What follows belongs to an exercise in optimizing a design on an open flow for small area; a production flow would make more cautious choices.
Only simulation tests tie the RTL to the original design; equivalence was not proved.
Power and IR drop assume default switching activity.

==> inputs of trial 14 <==
==> flow/design.v <==
module rf_aoi222 (
  input  logic a0, b0, a1, b1, a2, b2,
  output logic y
);
  assign y = ~((a0 & b0) | (a1 & b1) | (a2 & b2));
endmodule
module rf_sel_bit #(
  parameter int N = 33
) (
  input  logic [N-1:0] s,
  input  logic [N-1:0] d,
  output logic         y
);
  localparam int NG = (N + 2) / 3;
  logic [3*NG-1:0] sp, dp;
  logic [NG-1:0] g;
  assign sp = (3*NG)'(s);
  assign dp = (3*NG)'(d);
  for (genvar k = 0; k < NG; k++) begin : g_aoi
    rf_aoi222 u (.a0(sp[3*k]), .b0(dp[3*k]), .a1(sp[3*k+1]), .b1(dp[3*k+1]),
                 .a2(sp[3*k+2]), .b2(dp[3*k+2]), .y(g[k]));
  end
  assign y = ~&g;
endmodule
module reg_file_param #(
  parameter int XLEN = 64,
  parameter int NREGS = 32,
  parameter int NRD = 2,
  parameter int ZERO_REG = 1,
  parameter int BYPASS = 1,
  localparam int AW = $clog2(NREGS)
) (
  input  logic                clk,
  input  logic                rst_n,
  input  logic [NRD-1:0]      rd_en,
  input  logic [NRD*AW-1:0]   rd_addr,
  output logic [NRD*XLEN-1:0] rd_data,
  output logic [NRD-1:0]      rd_busy,
  input  logic                wr_en,
  input  logic [AW-1:0]       wr_addr,
  input  logic [XLEN-1:0]     wr_data,
  input  logic                iss_en,
  input  logic [AW-1:0]       iss_addr
);
  localparam int Z = (ZERO_REG != 0) ? 1 : 0;   
  localparam int NU = NREGS - Z;                
  localparam int NT = NU + 2;                   
  logic [XLEN-1:0] regs [NREGS];
  logic [NREGS-1:0] valid, pending;
  logic [NREGS-1:0] wsel, isel;
  logic wrOk, issOk;
  function automatic logic usable(input logic [AW-1:0] a);
    usable = ((32'(a) < 32'(NREGS)) && (ZERO_REG == 0 || a != '0));
  endfunction
  always_comb begin
    wrOk = wr_en && usable(wr_addr);
    issOk = iss_en && usable(iss_addr);
    for (int r = 0; r < NREGS; r++) begin
      wsel[r] = wrOk && wr_addr == AW'(r);
      isel[r] = issOk && iss_addr == AW'(r);
    end
  end
  always_ff @(posedge clk)
    for (int r = Z; r < NREGS; r++)
      if (wsel[r]) regs[r] <= wr_data;
  always_ff @(posedge clk or negedge rst_n)
    if (!rst_n) begin
      valid <= '0;
      pending <= '0;
    end else begin
      valid <= valid | wsel;
      pending <= isel | (pending & ~wsel);
    end
  for (genvar i = 0; i < NRD; i++) begin : g_rd
    logic [AW-1:0] a;
    logic hit;
    logic [NREGS-1:0] s;
    logic [NT-1:0] ds;
    logic [XLEN-1:0] dNext;
    logic bNext;
    always_comb begin
      a = rd_addr[i*AW +: AW];
      hit = (BYPASS != 0) && wrOk && wr_addr == a;
      for (int r = 0; r < NREGS; r++)
        s[r] = rd_en[i] && usable(AW'(r)) && a == AW'(r) && !hit;
      ds = {!rd_en[i], rd_en[i] && hit, s[NREGS-1:Z] & valid[NREGS-1:Z]};
      bNext = (!rd_en[i] && rd_busy[i]) || (rd_en[i] && hit && issOk && iss_addr == a) ||
              |(s & pending);
    end
    for (genvar b = 0; b < XLEN; b++) begin : g_bit
      logic [NT-1:0] dd;
      for (genvar r = Z; r < NREGS; r++) begin : g_t
        assign dd[r-Z] = regs[r][b];
      end
      assign dd[NU] = wr_data[b];
      assign dd[NU+1] = rd_data[i*XLEN + b];
      rf_sel_bit #(.N(NT)) u_sel (.s(ds), .d(dd), .y(dNext[b]));
    end
    always_ff @(posedge clk or negedge rst_n)
      if (!rst_n) begin
        rd_data[i*XLEN +: XLEN] <= '0;
        rd_busy[i] <= 1'b0;
      end else begin
        rd_data[i*XLEN +: XLEN] <= dNext;
        rd_busy[i] <= bNext;
      end
  end
endmodule
==> flow/flow/run.sh <==
#!/bin/bash
# Layout flow: the standard synthesis unchanged, then the standard ORFS
# steps with these changes to how the layout is made:
#  - placement repair may not use the largest buffers (buf_6 and up, bufbuf_8), so the
#    high-fanout select nets are driven by trees of smaller buffers;
#  - each port gets a buf_1 as its port buffer;
#  - clock tree: clkbuf_8 buffers, sink clusters of at most 15 flip-flops
#    within 60 um, no dummy loads.
# Each step's full log is in orfs/logs/; make's output is in synth.log and
# layout.log here.
set -uo pipefail
DU="$(tr '\n' ' ' < flow/dont_use.txt)"
bash standard.sh synth > synth.log 2>&1 || exit 1
bash standard.sh "DONT_USE_CELLS=$DU" \
  "BUFFER_PORTS_ARGS=-buffer_cell sky130_fd_sc_hd__buf_1" \
  "CTS_ARGS=-sink_clustering_enable -repair_clock_nets -dont_use_dummy_load -buf_list sky130_fd_sc_hd__clkbuf_8 -sink_clustering_size 15 -sink_clustering_max_diameter 60" \
  finish > layout.log 2>&1
==> flow/flow/dont_use.txt <==
sky130_fd_sc_hd__probe_p_8 sky130_fd_sc_hd__probec_p_8 sky130_fd_sc_hd__lpflow_bleeder_1 sky130_fd_sc_hd__lpflow_clkbufkapwr_1 sky130_fd_sc_hd__lpflow_clkbufkapwr_16 sky130_fd_sc_hd__lpflow_clkbufkapwr_2 sky130_fd_sc_hd__lpflow_clkbufkapwr_4 sky130_fd_sc_hd__lpflow_clkbufkapwr_8 sky130_fd_sc_hd__lpflow_clkinvkapwr_1 sky130_fd_sc_hd__lpflow_clkinvkapwr_16 sky130_fd_sc_hd__lpflow_clkinvkapwr_2 sky130_fd_sc_hd__lpflow_clkinvkapwr_4 sky130_fd_sc_hd__lpflow_clkinvkapwr_8 sky130_fd_sc_hd__lpflow_decapkapwr_12 sky130_fd_sc_hd__lpflow_decapkapwr_3 sky130_fd_sc_hd__lpflow_decapkapwr_4 sky130_fd_sc_hd__lpflow_decapkapwr_6 sky130_fd_sc_hd__lpflow_decapkapwr_8 sky130_fd_sc_hd__lpflow_inputiso0n_1 sky130_fd_sc_hd__lpflow_inputiso0p_1 sky130_fd_sc_hd__lpflow_inputiso1n_1 sky130_fd_sc_hd__lpflow_inputiso1p_1 sky130_fd_sc_hd__lpflow_inputisolatch_1 sky130_fd_sc_hd__lpflow_isobufsrc_1 sky130_fd_sc_hd__lpflow_isobufsrc_16 sky130_fd_sc_hd__lpflow_isobufsrc_2 sky130_fd_sc_hd__lpflow_isobufsrc_4 sky130_fd_sc_hd__lpflow_isobufsrc_8 sky130_fd_sc_hd__lpflow_isobufsrckapwr_16 sky130_fd_sc_hd__lpflow_lsbuf_lh_hl_isowell_tap_1 sky130_fd_sc_hd__lpflow_lsbuf_lh_hl_isowell_tap_2 sky130_fd_sc_hd__lpflow_lsbuf_lh_hl_isowell_tap_4 sky130_fd_sc_hd__lpflow_lsbuf_lh_isowell_4 sky130_fd_sc_hd__lpflow_lsbuf_lh_isowell_tap_1 sky130_fd_sc_hd__lpflow_lsbuf_lh_isowell_tap_2 sky130_fd_sc_hd__lpflow_lsbuf_lh_isowell_tap_4
sky130_fd_sc_hd__buf_6 sky130_fd_sc_hd__buf_8 sky130_fd_sc_hd__buf_12 sky130_fd_sc_hd__buf_16 sky130_fd_sc_hd__bufbuf_16 sky130_fd_sc_hd__bufinv_16
 sky130_fd_sc_hd__bufbuf_8
==> flow/standard.sh <==
#!/bin/bash
# synth_recipe.tcl (not shown) runs the flow's synth.tcl, then flattens the netlist and writes it again
# the make line also repeats each setting of config.mk as NAME=value (left out here)
make -C /OpenROAD-flow-scripts/flow DESIGN_CONFIG=/design/flow/config.mk WORK_HOME=/design/flow/orfs CLKGATE_MAP_FILE= SYNTH_SCRIPT=/design/flow/synth_recipe.tcl "${@:-finish}"
==> flow/config.mk <==
export PLATFORM = sky130hd
export DESIGN_NAME = reg_file_param
export DESIGN_NICKNAME = reg_file_param
export VERILOG_FILES = /design/flow/design.v
export SDC_FILE = /design/flow/constraint.sdc
export NUM_CORES = 8
export LEC_CHECK = 0
export CAP_MARGIN = 20
export CORE_MARGIN = 2
export CORE_UTILIZATION = 70
export GPL_TIMING_DRIVEN = 0
export SLEW_MARGIN = 20
export SYNTH_HIERARCHICAL = 1
export SYNTH_MINIMUM_KEEP_SIZE = 0
==> flow/constraint.sdc <==
create_clock -name core_clock -period 5.0 [get_ports {clk}]
set_input_delay 1.0000 -clock core_clock [delete_from_list [all_inputs] [get_ports {clk}]]
set_output_delay 1.0000 -clock core_clock [all_outputs]
set_load 0.01 [all_outputs]
==> trial 24 (differences from trial 14) <==
--- a/flow/flow/run.sh
+++ b/flow/flow/run.sh
@@ -1,7 +1,7 @@
 #!/bin/bash
 # Layout flow: the standard synthesis unchanged, then the standard ORFS
 # steps with these changes to how the layout is made:
-#  - placement repair may not use the largest buffers (buf_6 and up, bufbuf_8), so the
+#  - placement repair may not use the largest buffers (buf_6 and up), so the
 #    high-fanout select nets are driven by trees of smaller buffers;
 #  - each port gets a buf_1 as its port buffer;
 #  - clock tree: clkbuf_8 buffers, sink clusters of at most 15 flip-flops
==> flow/flow/dont_use.txt (replaced) <==
sky130_fd_sc_hd__probe_p_8 sky130_fd_sc_hd__probec_p_8 sky130_fd_sc_hd__lpflow_bleeder_1 sky130_fd_sc_hd__lpflow_clkbufkapwr_1 sky130_fd_sc_hd__lpflow_clkbufkapwr_16 sky130_fd_sc_hd__lpflow_clkbufkapwr_2 sky130_fd_sc_hd__lpflow_clkbufkapwr_4 sky130_fd_sc_hd__lpflow_clkbufkapwr_8 sky130_fd_sc_hd__lpflow_clkinvkapwr_1 sky130_fd_sc_hd__lpflow_clkinvkapwr_16 sky130_fd_sc_hd__lpflow_clkinvkapwr_2 sky130_fd_sc_hd__lpflow_clkinvkapwr_4 sky130_fd_sc_hd__lpflow_clkinvkapwr_8 sky130_fd_sc_hd__lpflow_decapkapwr_12 sky130_fd_sc_hd__lpflow_decapkapwr_3 sky130_fd_sc_hd__lpflow_decapkapwr_4 sky130_fd_sc_hd__lpflow_decapkapwr_6 sky130_fd_sc_hd__lpflow_decapkapwr_8 sky130_fd_sc_hd__lpflow_inputiso0n_1 sky130_fd_sc_hd__lpflow_inputiso0p_1 sky130_fd_sc_hd__lpflow_inputiso1n_1 sky130_fd_sc_hd__lpflow_inputiso1p_1 sky130_fd_sc_hd__lpflow_inputisolatch_1 sky130_fd_sc_hd__lpflow_isobufsrc_1 sky130_fd_sc_hd__lpflow_isobufsrc_16 sky130_fd_sc_hd__lpflow_isobufsrc_2 sky130_fd_sc_hd__lpflow_isobufsrc_4 sky130_fd_sc_hd__lpflow_isobufsrc_8 sky130_fd_sc_hd__lpflow_isobufsrckapwr_16 sky130_fd_sc_hd__lpflow_lsbuf_lh_hl_isowell_tap_1 sky130_fd_sc_hd__lpflow_lsbuf_lh_hl_isowell_tap_2 sky130_fd_sc_hd__lpflow_lsbuf_lh_hl_isowell_tap_4 sky130_fd_sc_hd__lpflow_lsbuf_lh_isowell_4 sky130_fd_sc_hd__lpflow_lsbuf_lh_isowell_tap_1 sky130_fd_sc_hd__lpflow_lsbuf_lh_isowell_tap_2 sky130_fd_sc_hd__lpflow_lsbuf_lh_isowell_tap_4
sky130_fd_sc_hd__buf_6 sky130_fd_sc_hd__buf_8 sky130_fd_sc_hd__buf_12 sky130_fd_sc_hd__buf_16 sky130_fd_sc_hd__bufbuf_16 sky130_fd_sc_hd__bufinv_16
- CORE_UTILIZATION: 70 -> 50
- GPL_TIMING_DRIVEN: 0 -> default
==> build 37 (differences from trial 14) <==
==> flow/design.v, changed modules only <==
module rf_and2 (
  input  logic a, b,
  output logic y
);
  assign y = a & b;
endmodule
module rf_not (
  input  logic a,
  output logic y
);
  assign y = ~a;
endmodule
module reg_file_param #(
  parameter int XLEN = 64,
  parameter int NREGS = 32,
  parameter int NRD = 2,
  parameter int ZERO_REG = 1,
  parameter int BYPASS = 1,
  localparam int AW = $clog2(NREGS)
) (
  input  logic                clk,
  input  logic                rst_n,
  input  logic [NRD-1:0]      rd_en,
  input  logic [NRD*AW-1:0]   rd_addr,
  output logic [NRD*XLEN-1:0] rd_data,
  output logic [NRD-1:0]      rd_busy,
  input  logic                wr_en,
  input  logic [AW-1:0]       wr_addr,
  input  logic [XLEN-1:0]     wr_data,
  input  logic                iss_en,
  input  logic [AW-1:0]       iss_addr
);
  localparam int Z = (ZERO_REG != 0) ? 1 : 0;   
  localparam int NU = NREGS - Z;                
  localparam int NT = NU + 2;                   
  logic [XLEN-1:0] regs [NREGS];
  logic [NREGS-1:0] valid, pending;
  wire  [NREGS-1:0] wsel;
  logic [NREGS-1:0] isel;
  logic wrOk, issOk;
  function automatic logic usable(input logic [AW-1:0] a);
    usable = ((32'(a) < 32'(NREGS)) && (ZERO_REG == 0 || a != '0));
  endfunction
  logic [NREGS-1:0] wdec, idec, ok;
  always_comb begin
    wrOk = wr_en && usable(wr_addr);
    issOk = iss_en && usable(iss_addr);
    for (int r = 0; r < NREGS; r++) begin
      wdec[r] = wr_addr == AW'(r);
      isel[r] = issOk && iss_addr == AW'(r);
    end
  end
  for (genvar r = 0; r < NREGS; r++) begin : g_we
    if (r < Z) begin : g_none
      assign wsel[r] = 1'b0;
    end else begin : g_and
      rf_and2 u_we (.a(wrOk), .b(wdec[r]), .y(wsel[r]));
    end
  end
  always_ff @(posedge clk)
    for (int r = Z; r < NREGS; r++)
      if (wsel[r]) regs[r] <= wr_data;
  always_ff @(posedge clk or negedge rst_n)
    if (!rst_n) begin
      valid <= '0;
      pending <= '0;
    end else begin
      valid <= valid | wsel;
      pending <= isel | (pending & ~wsel);
    end
  logic [NREGS-1:0] wnow;
  assign wnow = {NREGS{wrOk}} & wdec;
  assign ok = (BYPASS != 0) ? valid & ~wnow : valid;
  for (genvar i = 0; i < NRD; i++) begin : g_rd
    logic [AW-1:0] a;
    logic hit, hitSel, holdSel;
    logic [NREGS-1:0] dec;
    logic [NT-1:0] ds;
    logic [XLEN-1:0] dNext;
    logic bNext;
    always_comb begin
      a = rd_addr[i*AW +: AW];
      hit = (BYPASS != 0) && wrOk && wr_addr == a;
      bNext = (!rd_en[i] && rd_busy[i]) || (rd_en[i] && hit && issOk && iss_addr == a);
      for (int r = 0; r < NREGS; r++) begin
        dec[r] = rd_en[i] && a == AW'(r);
        if (r >= Z && dec[r] && (BYPASS == 0 || !wnow[r]) && pending[r]) bNext = 1'b1;
      end
    end
    for (genvar r = Z; r < NREGS; r++) begin : g_sel
      rf_and2 u_sel (.a(dec[r]), .b(ok[r]), .y(ds[r-Z]));
    end
    rf_and2 u_hit (.a(rd_en[i]), .b(hit), .y(hitSel));
    rf_not u_hold (.a(rd_en[i]), .y(holdSel));
    assign ds[NU] = hitSel;
    assign ds[NU+1] = holdSel;
    for (genvar b = 0; b < XLEN; b++) begin : g_bit
      logic [NT-1:0] dd;
      for (genvar r = Z; r < NREGS; r++) begin : g_t
        assign dd[r-Z] = regs[r][b];
      end
      assign dd[NU] = wr_data[b];
      assign dd[NU+1] = rd_data[i*XLEN + b];
      rf_sel_bit #(.N(NT)) u_sel (.s(ds), .d(dd), .y(dNext[b]));
    end
    always_ff @(posedge clk or negedge rst_n)
      if (!rst_n) begin
        rd_data[i*XLEN +: XLEN] <= '0;
        rd_busy[i] <= 1'b0;
      end else begin
        rd_data[i*XLEN +: XLEN] <= dNext;
        rd_busy[i] <= bNext;
      end
  end
endmodule
--- a/flow/flow/run.sh
+++ b/flow/flow/run.sh
@@ -3,6 +3,8 @@
 # steps with these changes to how the layout is made:
 #  - placement repair may not use the largest buffers (buf_6 and up, bufbuf_8), so the
 #    high-fanout select nets are driven by trees of smaller buffers;
+#  - the buffers from synthesis are removed at floorplan (placement repair
+#    buffers what needs it);
 #  - each port gets a buf_1 as its port buffer;
 #  - clock tree: clkbuf_8 buffers, sink clusters of at most 15 flip-flops
 #    within 60 um, no dummy loads.
@@ -11,7 +13,7 @@
 set -uo pipefail
 DU="$(tr '\n' ' ' < flow/dont_use.txt)"
 bash standard.sh synth > synth.log 2>&1 || exit 1
-bash standard.sh "DONT_USE_CELLS=$DU" \
+bash standard.sh "DONT_USE_CELLS=$DU" REMOVE_ABC_BUFFERS=1 \
   "BUFFER_PORTS_ARGS=-buffer_cell sky130_fd_sc_hd__buf_1" \
   "CTS_ARGS=-sink_clustering_enable -repair_clock_nets -dont_use_dummy_load -buf_list sky130_fd_sc_hd__clkbuf_8 -sink_clustering_size 15 -sink_clustering_max_diameter 60" \
   finish > layout.log 2>&1
- SETUP_SLACK_MARGIN: default -> 0.3
==> out/metrics.csv <==
stage;metric;value;unit
critical_path;critical-path cell list;buf_1 > or2_2 > o21ai_0 > inv_1 > and2_4 > buf_4 > buf_4;
hold_path;Hold WC Path Type;reg2reg;
drt;via count;66300;
run_status;status;finished clean;
cells_and_area;sequential cell area share;0.703;
cells_and_area;share of layout cells above drive strength 1;0.105;
grt;M1 GR Usage;0.665;
pwr;sequential cell fraction of total power;0.666;
# the run above: build 37

==> out/metrics.csv <==
stage;metric;value;unit
run_status;status;finished clean;
grt;met2 Resource Use GR;0.725;
logic_synthesis;#FFs+latches synth;2176;
pwr;sequential cell fraction of total power;0.665;
critical_path;crit-path max FO;35;
cells_and_area;sequential cell area share;0.699;
cells_and_area;share of layout cells above drive strength 1;0.127;
logic_synthesis;largest family of logic cells by synthesized area;compound AO/OA/AOI/OAI gates;
grt;M1 GR Usage;0.643;
hold_path;Hold WC Path Type;reg2reg;
# the run above: trial 14

==> out/metrics.csv <==
stage;metric;value;unit
pwr;sequential cell fraction of total power;0.662;
critical_path;crit-path max FO;40;
grt;M1 GR Usage;0.480;
cells_and_area;sequential cell area share;0.686;
floorplan;Chip Height;415;um
run_status;status;finished clean;
drt;via count;62100;
drt;M1 WL;111000;um
pwr;Sw Ratio;0.234;
timing;fin crit share;0.766;
# the run above: trial 24

re-timing with driven ports:
The results above use ideal ports. As a check the final layouts listed here were re-extracted and re-timed, cells and wires unchanged.
Step 1 (the two cells are an assumption about what drives the block):
set clk [get_ports {clk}]
set_driving_cell -lib_cell sky130_fd_sc_hd__clkbuf_16 $clk
set_driving_cell -lib_cell sky130_fd_sc_hd__buf_2 [delete_from_list [all_inputs] $clk]
Step 2, shift: input delay + t, output delay - t, t = (earliest + latest rising clock arrival at the registers) / 2. This alone moves slack from input paths to output paths.
Slacks: ideal ports / drivers / drivers and shift; pairs: ideal ports / drivers.
run | t (ns) | slack for setup (ns) | worst register clock-pin slew, ns
trial 14 | 1.026 | 0.616 / 0.675 / -0.351 | 0.11 / 0.11
trial 24 | 1.002 | 1.168 / 1.219 / 0.216 | 0.11 / 0.11
build 37 | 1.022 | 0.609 / 0.668 / -0.354 | 0.10 / 0.10
With both steps, setup timing fails in trial 14 and build 37, where it was met with ideal ports. For trial 14, which loses most, drivers alone change the setup slack by +0.059 ns; drivers and shift together by -0.967 ns.
